This design comes from an exercise in tuning for a short achievable clock period and few clock cycles on the open sky130 flow, not from production work. The RTL was checked by simulation tests, not by an equivalence proof against the original design. Power figures rest on the tool's default switching activity, not on a simulated workload.

`flow/config.mk`:
```
export PLATFORM = sky130hd
export DESIGN_NAME = mem_subsystem_top
export DESIGN_NICKNAME = mem_subsystem_top
export VERILOG_FILES = /design/flow/design.v
export SDC_FILE = /design/flow/constraint.sdc
export NUM_CORES = 4
export LEC_CHECK = 0
export ABC_CLOCK_PERIOD_IN_PS = 3000
export CAP_MARGIN = 20
export CORE_MARGIN = 2
export CORE_UTILIZATION = 55
export SETUP_SLACK_MARGIN = 3.5
export SLEW_MARGIN = 20
export TNS_END_PERCENT = 20
```
`flow/constraint.sdc`:
```
create_clock -name core_clock -period 7.5 [get_ports {clk}]
set_input_delay 1.5000 -clock core_clock [delete_from_list [all_inputs] [get_ports {clk}]]
set_output_delay 1.5000 -clock core_clock [all_outputs]
set_load 0.01 [all_outputs]
```
`flow/design.v`:
```
package mem_types_pkg;
	typedef logic [256-1:0] line_t;
	typedef logic [32-1:0] addr_t;
	typedef struct packed {
		logic  read;
		logic  write;
		addr_t address;
		line_t wdata;
	} line_req_t;
	typedef struct packed {
		logic  resp;
		line_t rdata;
	} line_ret_t;
	typedef enum logic [1:0] {
		own_none,
		own_inst,
		own_data
	} owner_e;
	typedef enum logic {
		arb_idle,
		arb_busy
	} arb_state_e;
	typedef enum logic [2:0] {
		l2_idle,
		l2_lookup,
		l2_writeback,
		l2_fill,
		l2_done
	} l2_state_e;
endpackage
`timescale 1ns/1ns
module mem_subsystem_top (
	input  logic                      clk,
	input  logic                      rst_n,
	input  logic                      iread,
	input  mem_types_pkg::addr_t      iaddress,
	output logic                      iresp,
	output mem_types_pkg::line_t      i_rdata,
	input  logic                      d_read,
	input  logic                      d_write,
	input  mem_types_pkg::addr_t      d_address,
	input  mem_types_pkg::line_t      d_wdata,
	output logic                      dresp,
	output mem_types_pkg::line_t      d_rdata,
	output logic                      pmem_read,
	output logic                      pmem_write,
	output mem_types_pkg::addr_t      pmem_address,
	output mem_types_pkg::line_t      pmem_wdata,
	input  logic                      pmem_resp,
	input  mem_types_pkg::line_t      pmem_rdata
);
	localparam int OFFSET_BITS = $clog2(256 / 8);
	localparam int INDEX_BITS  = $clog2(16);
	localparam int TAG_BITS    = 32 - INDEX_BITS - OFFSET_BITS;
	typedef logic [INDEX_BITS-1:0] idx_t;
	typedef logic [TAG_BITS-1:0]   tag_t;
	localparam logic [1:0] M_IDLE = 2'd0;
	localparam logic [1:0] M_WB   = 2'd1;
	localparam logic [1:0] M_FILL = 2'd2;
	logic [16-1:0][256-1:0] data_arr;
	tag_t                 tag_arr  [16];
	logic [16-1:0]  valid_arr;
	logic [16-1:0]  dirty_arr;
	logic                 iresp_q, dresp_q;
	mem_types_pkg::line_t i_rdata_q, d_rdata_q;
	logic [1:0]           mst;
	logic                 mown_d;    
	idx_t                 mset;
	tag_t                 mtag;
	logic                 mwr;       
	logic                 mwb;       
	logic                 pmem_read_q, pmem_write_q;
	logic                 fill_i_q, fill_d_q;
	logic [32-1:OFFSET_BITS] pmem_line_q;
	mem_types_pkg::line_t pmem_wdata_q;
	logic                 last_d;
	idx_t   si, sd, sp;
	tag_t   ti, td, tp;
	logic [16-1:0] match_i, match_d;
	logic   hit_i, hit_d;
	logic   act_i, act_d;
	logic   blk_i, blk_d;
	logic   fill_done, wb_done;
	logic   hit_ok, pmem_free;
	logic   can_hit_i, can_hit_d;
	logic   ans_i, ans_d;
	logic   pref_d;
	logic   go, go_wb;
	logic   wr_commit;
	logic                fill_rd_q;   
	logic [16-1:0] we_row;
	logic [16-1:0] fill_row_q;  
	mem_types_pkg::line_t wbus;
	logic                wsel_d;
	assign iresp = iresp_q && !pmem_resp;
	assign dresp = dresp_q && !pmem_resp;
	assign i_rdata = i_rdata_q;
	assign d_rdata = d_rdata_q;
	assign pmem_read    = pmem_read_q;
	assign pmem_write   = pmem_write_q;
	assign pmem_address = {pmem_line_q, {OFFSET_BITS{1'b0}}};
	assign pmem_wdata   = pmem_wdata_q;
	always_comb begin
		si = iaddress[OFFSET_BITS +: INDEX_BITS];
		ti = iaddress[32-1 -: TAG_BITS];
		sd = d_address[OFFSET_BITS +: INDEX_BITS];
		td = d_address[32-1 -: TAG_BITS];
		for (int k = 0; k < 16; k++) begin
			match_i[k] = valid_arr[k] && (tag_arr[k] == ti);
			match_d[k] = valid_arr[k] && (tag_arr[k] == td);
		end
		hit_i = match_i[si];
		hit_d = match_d[sd];
		fill_done = pmem_resp && (mst == M_FILL);
		wb_done   = pmem_resp && (mst == M_WB);
		act_i = iread && !iresp_q && !(mst != M_IDLE && !mown_d);
		act_d = (d_read || d_write) && !dresp_q && !(mst != M_IDLE && mown_d);
		blk_i = (mst != M_IDLE && mset == si) || (dresp_q && d_write && sd == si);
		blk_d = (mst != M_IDLE && mset == sd) || (iresp_q && si == sd);
		hit_ok    = !wb_done && !fill_done && !(mst == M_FILL && mwb);
		pmem_free = (mst == M_IDLE) || fill_done;
		can_hit_i = act_i && hit_i && !blk_i && hit_ok;
		can_hit_d = act_d && hit_d && !blk_d && hit_ok;
		ans_i = can_hit_i && (!can_hit_d || last_d);
		ans_d = can_hit_d && !ans_i;
		pref_d = act_d && (!act_i || !last_d);
		sp = pref_d ? sd : si;
		tp = pref_d ? td : ti;
		go = (pref_d ? (act_d && !hit_d && !blk_d) : (act_i && !hit_i && !blk_i)) && pmem_free
			&& !(!pref_d && ans_d && d_write && sd == si);
		go_wb = valid_arr[sp] && dirty_arr[sp];
		wr_commit = dresp && d_write;
		for (int k = 0; k < 16; k++) begin
			we_row[k] = (wr_commit && sd == k) || (pmem_resp && fill_row_q[k]);
		end
		wbus = (pmem_resp && fill_rd_q) ? pmem_rdata : d_wdata;
		wsel_d = (mst == M_WB) ? mown_d : pref_d;
	end
	always_ff @(posedge clk or negedge rst_n) begin
		if (!rst_n) begin
			iresp_q      <= 1'b0;
			dresp_q      <= 1'b0;
			mst          <= M_IDLE;
			pmem_read_q  <= 1'b0;
			pmem_write_q <= 1'b0;
			fill_i_q     <= 1'b0;
			fill_d_q     <= 1'b0;
			fill_rd_q    <= 1'b0;
			fill_row_q   <= '0;
			valid_arr    <= '0;
			dirty_arr    <= '0;
			last_d       <= 1'b0;
		end else begin
			iresp_q <= ans_i || (fill_done && fill_i_q);
			dresp_q <= ans_d || (fill_done && fill_d_q);
			if (ans_i) last_d <= 1'b0;
			if (ans_d) last_d <= 1'b1;
			if (fill_done) last_d <= mown_d;
			if (wr_commit) begin
				dirty_arr[sd] <= 1'b1;
			end
			if (fill_done) begin
				valid_arr[mset] <= 1'b1;
				dirty_arr[mset] <= mwr;
			end
			if (wb_done) begin
				mst          <= M_FILL;
				pmem_write_q <= 1'b0;
				pmem_read_q  <= 1'b1;
				fill_i_q     <= !mown_d;
				fill_d_q     <= mown_d;
				fill_rd_q    <= !mwr;
				fill_row_q   <= 16'(1) << mset;
			end else if (go) begin
				mst          <= go_wb ? M_WB : M_FILL;
				pmem_write_q <= go_wb;
				pmem_read_q  <= !go_wb;
				fill_i_q     <= !go_wb && !pref_d;
				fill_d_q     <= !go_wb && pref_d;
				fill_rd_q    <= !go_wb && !(pref_d && d_write);
				fill_row_q   <= go_wb ? '0 : (16'(1) << sp);
			end else if (fill_done) begin
				mst          <= M_IDLE;
				pmem_read_q  <= 1'b0;
				fill_i_q     <= 1'b0;
				fill_d_q     <= 1'b0;
				fill_rd_q    <= 1'b0;
				fill_row_q   <= '0;
			end
		end
	end
	always_ff @(posedge clk) begin
		if (wb_done) begin
			pmem_line_q <= {mtag, mset};
		end else if (pmem_free) begin
			mown_d <= pref_d;
			mset   <= sp;
			mtag   <= tp;
			mwr    <= pref_d && d_write;
			mwb    <= go_wb;
			pmem_line_q <= go_wb ? {tag_arr[sp], sp} : {tp, sp};
		end
	end
	always_ff @(posedge clk) begin
		pmem_wdata_q <= wsel_d ? data_arr[sd] : data_arr[si];
		i_rdata_q <= (fill_done && fill_i_q) ? pmem_rdata : data_arr[si];
		d_rdata_q <= (fill_done && fill_d_q) ? pmem_rdata : data_arr[sd];
	end
	always_ff @(posedge clk) begin
		for (int k = 0; k < 16; k++) begin
			if (we_row[k]) begin
				data_arr[k] <= wbus;
			end
		end
		if (fill_done) begin
			tag_arr[mset]  <= mtag;
		end
	end
endmodule
```
`flow/flow/run.sh`:
```
#!/bin/bash
# The standard layout, with plain buffers (buf_4) on the ports instead of the
# delay-cell buffers buffer_ports picks by default; the platform's footprint
# matching keeps the resizer from swapping those later.
set -euo pipefail
bash standard.sh "BUFFER_PORTS_ARGS=-buffer_cell sky130_fd_sc_hd__buf_4" finish > run_standard.log 2>&1
```
`flow/standard.sh`:
```
#!/bin/bash
# synth_recipe.tcl (not shown) runs the flow's synth.tcl, then flattens the netlist and writes it again
# the make line also repeats each setting of config.mk as NAME=value (left out here)
make -C /OpenROAD-flow-scripts/flow DESIGN_CONFIG=/design/flow/config.mk WORK_HOME=/design/flow/orfs CLKGATE_MAP_FILE= SYNTH_SCRIPT=/design/flow/synth_recipe.tcl "${@:-finish}"
```
==> results.ini, run 1 <==
[clocking]
cts_buffers=574
htreeDepth=6
clk_pin_slew_ns=0.06
worstSkewPairLatency_ns=1.05
holdBufCountCts=0
clock_sinks=5346
cts-root-buf=clkbuf_16
clockBufferDepth=4
cts_tree=yes

[drt]
firstDrtPassIters=8
drt_wl_total_um=738000
drc_errors=0
drt_iter0_markers=16900
vias_per_cell=6.89
wl_per_cell_um=38.4
drtAntennaViolNets=0
num_vias=133000

[setup_path]
path_buf_inv=4
crit_family=compound AO/OA/AOI/OAI gates
arrival_ns=5.01
cp-end-kind=flop
critPathKind=in -> reg
worstPathRequired_ns=8.34
cp_max_fo=45
cp_slowest_stage_delay_ns=0.55
crit_slowest_cell=o21ai_0
path_cells=buf_12, inv_1, a2111oi_4, a21oi_2, inv_4, buf_16, mux2i_1, o21ai_0, nand3_1, and3_1, o31ai_1
cp-start-kind=primary input

[timing]
period_minus_slack_ns=4.18
finalSetupTns_ns=0
slew_headroom=0.111
fmax_ghz=0.239
drv_slew=0
fin_skew_ns=0.0375
setup_violations=0
hold_viol=0
rsz0062_at_grt=true
worst_slew_pin_slew_ns=1.33
final.period_utilization=0.557

[global_route]
grt_antenna_before_repair=28
grt_remaining_overflow=0
grt_usage=0.331
grt_pass1_wl_um=1040000
grt_max_degree=146
grt_pass1_vias=138000

[finish]
drive_gt1_frac=0.461
areaGrowthSynthToFinish_pct=15.3
finalNetCount=13600
final_cell_mix=edfxtp_1 (4521), mux4_2 (2560), buf_4 (1532)
final_common_cell=edfxtp_1
fill_cells=29800

[floorplan]
die_h_um=663
dieArea_um2=440000
core_um2=434000
start_util=0.551
die_x_um=663
ios=1386
row_count=242

[placement]
gp_congestion=0.946
portBuffers=1370
dpl.hpwl_um=432000

[yosys]
synth_edf_count=4521
yosysUniqueCellTypes=82
ys_warn_count=1
synthTopCellsByArea=edfxtp_1 (57%), mux4_2 (24%), dfxtp_1 (6.4%), mux2_2 (5.1%), xor2_1 (2.2%)
synth_top_cell_by_area=edfxtp_1
yosysTopAreaCellShare=0.568
ys_seq_area_frac=0.638
yosys_register_bits=5346
synth_cells=11600
avgSynthCellArea_um2=20.5
synthArstFlopShare=0.0107
synthFlopType=edfxtp_1
synthesis.area_um2=239000

[power_and_ir_drop]
leakage_nw=91.5
finalPower_mw=89.4
p_clk_frac=0.309
p_seq_frac=0.455
switching_share=0.293
irDropWorstVdd_mv=0.266
p_int_mw=63.2
switchingPower_mw=26.2
combPwrFrac=0.236
p_per_area_nw_per_um2=324

[min_path]
hold_class=reg -> reg

[run]
maxCapViolCount=0

[outcome]
outcome=timing/DRC/antenna clean

==> metal layers <==
metal  vias up  global-route usage  routed length [µm]
met5         -                   0                  46
met4         8               0.129               32700
met3      1291              0.0621               65800
met2      7168               0.534              359000
met1     71600               0.454              280000
li1      52400                   -                   -
==> power by group through the flow <==
stage / combinational (mW) / sequential, mW / clock, mW
after floorplan: 10.4 / 41.2 / 0
after global placement: 20.4 / 41.0 / 0
after detailed placement: 20.6 / 41.3 / 0
after CTS: 20.9 / 40.7 / 27.9
after global routing: 21.8 / 41.0 / 29.0
final: 21.1 / 40.7 / 27.6
==> kinds of logic after synthesis <==
logic type               share of synthesized area
AO/OA/AOI/OAI                               0.0106
XOR/XNOR                                    0.0274
adder cells (fa/ha/maj)                   0.000628
buffers and inverters                       0.0153
flip-flops                                   0.638
multiplexers                                 0.294
other                                    0.0000157
AND/OR/NAND/NOR                             0.0138
==> Yosys cell counts, drive strengths merged (5+ instances only) <==
library cell / number
o31ai: 18
a21oi: 42
o221ai: 7
or2: 14
mux2i: 56
nor2: 78
o22ai: 25
nand3: 59
or4: 6
dfrtp: 57
nor4: 149
and3: 28
a22o: 18
mux2: 1085
nand4: 77
a221oi: 42
nor2b: 7
a221o: 29
xor2: 598
inv: 12
edfxtp: 4521
mux4: 2560
a222oi: 37
o21ai: 78
nand2b: 5
nand2: 117
a21o: 5
clkbuf: 498
ha: 12
and2: 29
dfxtp: 768
buf: 376
xnor2: 151
nor3: 25
==> state kept, by name, indices dropped and copies added, names as in the netlist, 2 cells and up <==
name / count
data_arr: 4096
tag_arr: 368
d_rdata_q: 256
i_rdata_q: 256
pmem_wdata_q: 256
pmem_line_q: 27
mtag: 23
dirty_arr: 16
fill_row_q: 16
valid_arr: 16
mset: 4
mst: 2
==> timing repair <==
item,in CTS,in global routing
cloned,4,4
buffers inserted,9,4
setup endpoints to repair,560,983
resized for setup,46,33
pin swaps,3,5
==> worst register-to-register path, cell delays in order, from the launching register on <==
cell and delay [ns]:
dfrtp_1 0.51, o21a_1 0.32, a211o_4 0.47, a21oi_2 0.29
buf_4 0.46, nor2_4 0.24, buf_4 0.29, a222oi_1 0.67
nand2_1 0.21, nand3_1 0.16, and3_1 0.19, o31ai_1 0.08
==> path summary, 6_finish.rpt <==
| kind | slack (ns) | cells after the start | to | startpoint |
|---|---|---|---|---|
| worst max-delay path | 3.32 | 11 | pmem_line_q[28] | d_address[6] |
| worst min-delay path | 0.54 | 1 | fill_row_q[4] | fill_row_q[4] |
| worst min register to register | 0.54 | 1 | fill_row_q[4] | fill_row_q[4] |
| min in group asynchronous | 0.56 | 1 | fill_row_q[10] | rst_n |
| max in group asynchronous | 6.37 | 1 | dirty_arr[15] | rst_n |
| worst max register to register | 3.33 | 11 | pmem_line_q[22] | mst[0] |
==> layout make-up <==
type | instances | area (µm²) | area share
inverter | 15 | 82.6 | 0.000299
timing repair buffer | 1683 | 14400 | 0.0524
sequential | 5346 | 153000 | 0.553
antenna | 12 | 30.0 | 0.000109
multi-input combinational | 5419 | 83500 | 0.303
clock buffer | 770 | 16000 | 0.0580
tap | 5734 | 7170 | 0.0260
clock inverter | 256 | 2090 | 0.00756
==> through the flow <==
stage	util	cell area, µm²	worst slack [ns]	std cells	hold WS [ns]
4_1_cts	0.635	275000	3.35	19200	0.521
3_3_place_gp	0.592	257000	1.28	18200	0.508
2_1_floorplan	-	239000	2.99	11700	0.451
6_report	0.636	276000	3.32	19200	0.536
3_5_place_dp	0.592	257000	1.28	18200	0.520
5_1_grt	0.636	276000	3.38	19200	0.549
Testbench counts, summed over its fixed seeds: cycles 16,619.
==> run 2: changes to the inputs <==
--- a/flow/design.v
+++ b/flow/design.v
@@ -86,14 +86,20 @@
 	logic   ans_i, ans_d;
 	logic   pref_d;
 	logic   go, go_wb;
+	logic   vd_i, vd_d;
+	logic [32-1:OFFSET_BITS] line_i, line_d;
+	logic [16-1:0] oh_p;
 	logic   wr_commit;
 	logic                fill_rd_q;   
+	logic                fill_dw_q;   
 	logic [16-1:0] we_row;
 	logic [16-1:0] fill_row_q;  
 	mem_types_pkg::line_t wbus;
 	logic                wsel_d;
+	logic [16-1:0] oh_i, oh_d;
+	mem_types_pkg::line_t rd_i, rd_d;
 	assign iresp = iresp_q && !pmem_resp;
-	assign dresp = dresp_q && !pmem_resp;
+	assign dresp = pmem_resp ? fill_dw_q : dresp_q;
 	assign i_rdata = i_rdata_q;
 	assign d_rdata = d_rdata_q;
 	assign pmem_read    = pmem_read_q;
@@ -117,7 +123,8 @@
 		act_d = (d_read || d_write) && !dresp_q && !(mst != M_IDLE && mown_d);
 		blk_i = (mst != M_IDLE && mset == si) || (dresp_q && d_write && sd == si);
 		blk_d = (mst != M_IDLE && mset == sd) || (iresp_q && si == sd);
-		hit_ok    = !wb_done && !fill_done && !(mst == M_FILL && mwb);
+		hit_ok    = !wb_done && !(fill_done && !fill_dw_q)
+			&& !(mst == M_FILL && mwb && !(pmem_resp && fill_dw_q));
 		pmem_free = (mst == M_IDLE) || fill_done;
 		can_hit_i = act_i && hit_i && !blk_i && hit_ok;
 		can_hit_d = act_d && hit_d && !blk_d && hit_ok;
@@ -126,15 +133,29 @@
 		pref_d = act_d && (!act_i || !last_d);
 		sp = pref_d ? sd : si;
 		tp = pref_d ? td : ti;
-		go = (pref_d ? (act_d && !hit_d && !blk_d) : (act_i && !hit_i && !blk_i)) && pmem_free
-			&& !(!pref_d && ans_d && d_write && sd == si);
-		go_wb = valid_arr[sp] && dirty_arr[sp];
+		go = (pref_d ? (act_d && !hit_d && !blk_d)
+			: (act_i && !hit_i && !blk_i && !(act_d && d_write && hit_d && sd == si)))
+			&& pmem_free;
+		vd_i = valid_arr[si] && dirty_arr[si];
+		vd_d = valid_arr[sd] && dirty_arr[sd];
+		line_i = vd_i ? {tag_arr[si], si} : {ti, si};
+		line_d = vd_d ? {tag_arr[sd], sd} : {td, sd};
+		go_wb = pref_d ? vd_d : vd_i;
 		wr_commit = dresp && d_write;
 		for (int k = 0; k < 16; k++) begin
 			we_row[k] = (wr_commit && sd == k) || (pmem_resp && fill_row_q[k]);
 		end
 		wbus = (pmem_resp && fill_rd_q) ? pmem_rdata : d_wdata;
 		wsel_d = (mst == M_WB) ? mown_d : pref_d;
+		oh_i = 16'(1) << si;
+		oh_d = 16'(1) << sd;
+		oh_p = pref_d ? oh_d : oh_i;
+		rd_i = '0;
+		rd_d = '0;
+		for (int k = 0; k < 16; k++) begin
+			rd_i = rd_i | (data_arr[k] & {256{oh_i[k]}});
+			rd_d = rd_d | (data_arr[k] & {256{oh_d[k]}});
+		end
 	end
 	always_ff @(posedge clk or negedge rst_n) begin
 		if (!rst_n) begin
@@ -146,13 +167,14 @@
 			fill_i_q     <= 1'b0;
 			fill_d_q     <= 1'b0;
 			fill_rd_q    <= 1'b0;
+			fill_dw_q    <= 1'b0;
 			fill_row_q   <= '0;
 			valid_arr    <= '0;
 			dirty_arr    <= '0;
 			last_d       <= 1'b0;
 		end else begin
 			iresp_q <= ans_i || (fill_done && fill_i_q);
-			dresp_q <= ans_d || (fill_done && fill_d_q);
+			dresp_q <= ans_d || (fill_done && fill_d_q && !fill_dw_q);
 			if (ans_i) last_d <= 1'b0;
 			if (ans_d) last_d <= 1'b1;
 			if (fill_done) last_d <= mown_d;
@@ -170,6 +192,7 @@
 				fill_i_q     <= !mown_d;
 				fill_d_q     <= mown_d;
 				fill_rd_q    <= !mwr;
+				fill_dw_q    <= mwr;
 				fill_row_q   <= 16'(1) << mset;
 			end else if (go) begin
 				mst          <= go_wb ? M_WB : M_FILL;
@@ -178,13 +201,15 @@
 				fill_i_q     <= !go_wb && !pref_d;
 				fill_d_q     <= !go_wb && pref_d;
 				fill_rd_q    <= !go_wb && !(pref_d && d_write);
-				fill_row_q   <= go_wb ? '0 : (16'(1) << sp);
+				fill_dw_q    <= !go_wb && pref_d && d_write;
+				fill_row_q   <= go_wb ? '0 : oh_p;
 			end else if (fill_done) begin
 				mst          <= M_IDLE;
 				pmem_read_q  <= 1'b0;
 				fill_i_q     <= 1'b0;
 				fill_d_q     <= 1'b0;
 				fill_rd_q    <= 1'b0;
+				fill_dw_q    <= 1'b0;
 				fill_row_q   <= '0;
 			end
 		end
@@ -198,13 +223,13 @@
 			mtag   <= tp;
 			mwr    <= pref_d && d_write;
 			mwb    <= go_wb;
-			pmem_line_q <= go_wb ? {tag_arr[sp], sp} : {tp, sp};
+			pmem_line_q <= pref_d ? line_d : line_i;
 		end
 	end
 	always_ff @(posedge clk) begin
-		pmem_wdata_q <= wsel_d ? data_arr[sd] : data_arr[si];
-		i_rdata_q <= (fill_done && fill_i_q) ? pmem_rdata : data_arr[si];
-		d_rdata_q <= (fill_done && fill_d_q) ? pmem_rdata : data_arr[sd];
+		pmem_wdata_q <= wsel_d ? rd_d : rd_i;
+		i_rdata_q <= (fill_done && fill_i_q) ? pmem_rdata : rd_i;
+		d_rdata_q <= (fill_done && fill_d_q) ? pmem_rdata : rd_d;
 	end
 	always_ff @(posedge clk) begin
 		for (int k = 0; k < 16; k++) begin
--- a/flow/config.mk
+++ b/flow/config.mk
@@ -6,9 +6,9 @@
 export NUM_CORES = 4
 export LEC_CHECK = 0
 export ABC_CLOCK_PERIOD_IN_PS = 3000
-export CAP_MARGIN = 20
+export CAP_MARGIN = 50
 export CORE_MARGIN = 2
 export CORE_UTILIZATION = 55
 export SETUP_SLACK_MARGIN = 3.5
-export SLEW_MARGIN = 20
+export SLEW_MARGIN = 70
 export TNS_END_PERCENT = 20
==> results.ini, run 2 <==
[yosys]
avgSynthCellArea_um2=14.3  ; -31%
yosysUniqueCellTypes=64  ; -22%
synthTopCellsByCount=edfxtp_1 (4521), a22oi_1 (3161), nor2_1 (1078), clkbuf_1 (1015), mux2_2 (818)
synthTopCellsByArea=edfxtp_1 (59%), a22oi_1 (10%), dfxtp_1 (6.7%), mux2_2 (4.0%), mux4_2 (2.4%)
synth_edf_count=4521  ; unchanged
synth_cells=16000  ; +37%
synthesis.area_um2=228000  ; -4.6%
yosysMostFrequentCell=edfxtp_1
ys_warn_count=1  ; unchanged
yosys_register_bits=5347  ; +0.019%
synth_top_cell_by_area=edfxtp_1
ys_seq_area_frac=0.668  ; +0.0307
yosysTopAreaCellShare=0.595  ; +0.0272
synthFlopType=edfxtp_1
synthArstFlopShare=0.0108  ; +0.000185

[finish]
post-route-util=0.664  ; +0.0286
drive_gt1_frac=0.250  ; -0.211
finalNetCount=18100  ; +33%
final_cell_mix=edfxtp_1 (4521), a22oi_1 (3161), buf_4 (1534)
fin_cells=23500  ; +22%
final_common_cell=edfxtp_1
largest_reg_flops=4096  ; unchanged
largest_registers=data_arr: 4096 flops, tag_arr: 368 flops
max_flop_register=data_arr
areaGrowthSynthToFinish_pct=20.2
fill_cells=29800  ; -0.037%

[setup_path]
worstPathRequired_ns=8.42  ; +0.08 ns
critPathKind=in -> reg
cp-start-kind=primary input
cp_max_fo=18  ; -60%
cpMostUsedCell=buf_2
crit_family=buffers and inverters
path_cells=buf_6, xor2_2, nor4_2, buf_1, buf_2, nand4_1, o21ai_0, o22ai_1, nand3_2, o211a_4, o31ai_4, buf_2, buf_2, buf_2, o221ai_1
cp_slowest_stage_delay_ns=0.49  ; -0.06 ns
r2r_slack_ns=3.72  ; +0.39 ns
crit_slowest_cell=o22ai_1
path_buf_inv=6  ; +2
arrival_ns=4.99  ; -0.02 ns
crit_cells=15  ; +4
rr_worst_depth=12  ; +1
cp-end-kind=flop

[drt]
drt_wl_total_um=939000  ; +27%
num_vias=172000  ; +30%
vias_per_cell=7.34  ; +6.5%
firstDrtPassIters=9  ; +1
drtAntennaViolNets=0  ; unchanged
drc_errors=0  ; unchanged
drt_iter0_markers=28600  ; +69%
wl_per_cell_um=40.1  ; +4.4%

[power_and_ir_drop]
p_per_area_nw_per_um2=317  ; -2.3%
finalPower_mw=87.0  ; -2.8%
leakage_nw=93.3  ; +2.0%
irDropWorstVdd_mv=0.281  ; +5.8%

[placement]
placedCellCount=22400  ; +23%
dpl.hpwl_um=592000  ; +37%
gp_congestion=0.982  ; +3.8%
portBuffers=1370  ; unchanged

[timing]
slew_headroom=0.628  ; +0.517
finalSetupTns_ns=0  ; unchanged
rsz0062_at_grt=true
drv_slew=0  ; unchanged
final.period_utilization=0.542  ; -0.0154
setup_violations=0  ; unchanged
period_minus_slack_ns=4.06  ; -0.115 ns
fmax_ghz=0.246  ; +2.8%
worst_slew_pin_slew_ns=0.558  ; -0.776 ns
fin_skew_ns=0.0420  ; +0.00454 ns
hold_viol=0  ; unchanged

[clocking]
holdBufCountCts=0  ; unchanged
clk_pin_slew_ns=0.07  ; about the same
worstSkewPairLatency_ns=1.09  ; +0.04 ns
htreeDepth=6  ; unchanged
cts_tree=yes
clock_sinks=5347  ; +0.019%
cts_buffers=564  ; -1.7%
cts-root-buf=clkbuf_16
clockBufferDepth=4  ; unchanged

[floorplan]
ios=1386  ; unchanged
start_util=0.553  ; +0.00126
die_x_um=648  ; -2.3%
die_h_um=648  ; -2.3%
dieArea_um2=420000  ; -4.5%
row_count=236  ; -2.5%
core_um2=413000  ; -4.8%

[min_path]
hold_class=in -> async

[global_route]
grt_remaining_overflow=0  ; unchanged
grt_usage=0.436  ; +0.104
grt_antenna_before_repair=20  ; -29%
grt_max_degree=77  ; -47%
grt_pass1_wl_um=1290000  ; +24%
grt_pass1_vias=167000  ; +21%

[run]
maxCapViolCount=0  ; unchanged

[outcome]
outcome=timing/DRC/antenna clean

[run 2: cell types whose count changed in the layout (fill, tap and decap cells not counted), sizes merged, moves of 153 or more]
cell and change:
a221oi +299, mux2 -267, a22o +321, nor2 +999
a22oi +3160, mux2i +153, buf +528, nand4 +427
mux4 -2320, nand3 +574, a21oi +577
[run 2: final cells by class]
cell class              count  area (µm²)  share of cell area
well taps                5474        6850              0.0250
clock inverters           281        2680             0.00977
diodes                     14        35.0            0.000128
clock buffers             749       15700              0.0573
multi-input cells        9345       72400               0.264
inverters                  27         109            0.000397
flip-flops and latches   5347      153000               0.556
repair buffers           2215       24000              0.0876
[run 2: metrics by stage]
step                hold slack [ns]  instance area (µm²)  worst slack (ns)
finish                        0.273               274000              3.44
global route                  0.286               274000              3.50
CTS                           0.237               274000              3.56
detailed placement            0.449               255000              2.44
global placement              0.509               246000              1.56
floorplan                     0.462               229000             0.915
[run 2: cell families after synthesis]
logic type      synth area share
xor+xnor                  0.0288
mux                       0.0732
simple gates              0.0570
buf+inv                   0.0239
other cells            0.0000164
flops                      0.668
compound gates             0.148
fa+ha+maj               0.000767
[run 2: final timing paths]
kind	from	to
max in group asynchronous	rst_n	fill_row_q[14]
worst max-delay path	d_address[30]	fill_row_q[6]
worst max register to register	tag_arr[8][9]	fill_row_q[6]
worst min register to register	mtag[0]	tag_arr[0][0]
min in group core_clock	mtag[0]	tag_arr[0][0]
worst min-delay path	rst_n	valid_arr[0]
[run 2: routing by layer]
metal / global-route usage / part of all wire / up-vias
met3: 0.115 / 0.14 / 3290
met1: 0.566 / 0.35 / 85800
met4: 0.281 / 0.078 / 20
met2: 0.650 / 0.44 / 15100
met5: 0 / 0.00013 / -
li1: - / - / 67900
[run 2: timing repair]
item / CTS / global route
setup endpoints to repair: 0 / 7
buffers inserted: 0 / 9
hold endpoints to repair: 0 / 0
resized for setup: 0 / 7
[run 2: where the power goes]
part / switching, mW / internal [mW]
sequential: 2.12 / 38.0
combinational: 12.0 / 6.57
clock: 12.0 / 16.2
Testbench counts of run 2, summed over its fixed seeds: cycles 16,480.

-- separate check: timing with driven ports --
The flow's constraints put no driver on any port. The routed layouts listed below were extracted and timed again, unchanged, in two steps. Step 1 (the two cells are an assumption about what drives the block):
set clk [get_ports {clk}]
set_driving_cell -lib_cell sky130_fd_sc_hd__clkbuf_16 $clk
set_driving_cell -lib_cell sky130_fd_sc_hd__buf_2 [delete_from_list [all_inputs] $clk]
Step 2, shift: input delay + t, output delay - t, t = (earliest + latest rising clock arrival at the registers) / 2. This alone moves slack from input paths to output paths. Slacks: ideal / step 1 / step 2; pairs: ideal / step 1.
run	shift t [ns]	setup WS [ns]	clock arrival spread, ns
run 1	1.169	3.323 / 3.330 / 2.201	0.039 / 0.040
run 2	1.207	3.438 / 3.528 / 2.321	0.047 / 0.046
After both steps setup and hold are still met in every run listed. For run 1, which loses most, drivers alone change the setup slack by +0.007 ns; drivers and shift together by -1.122 ns.
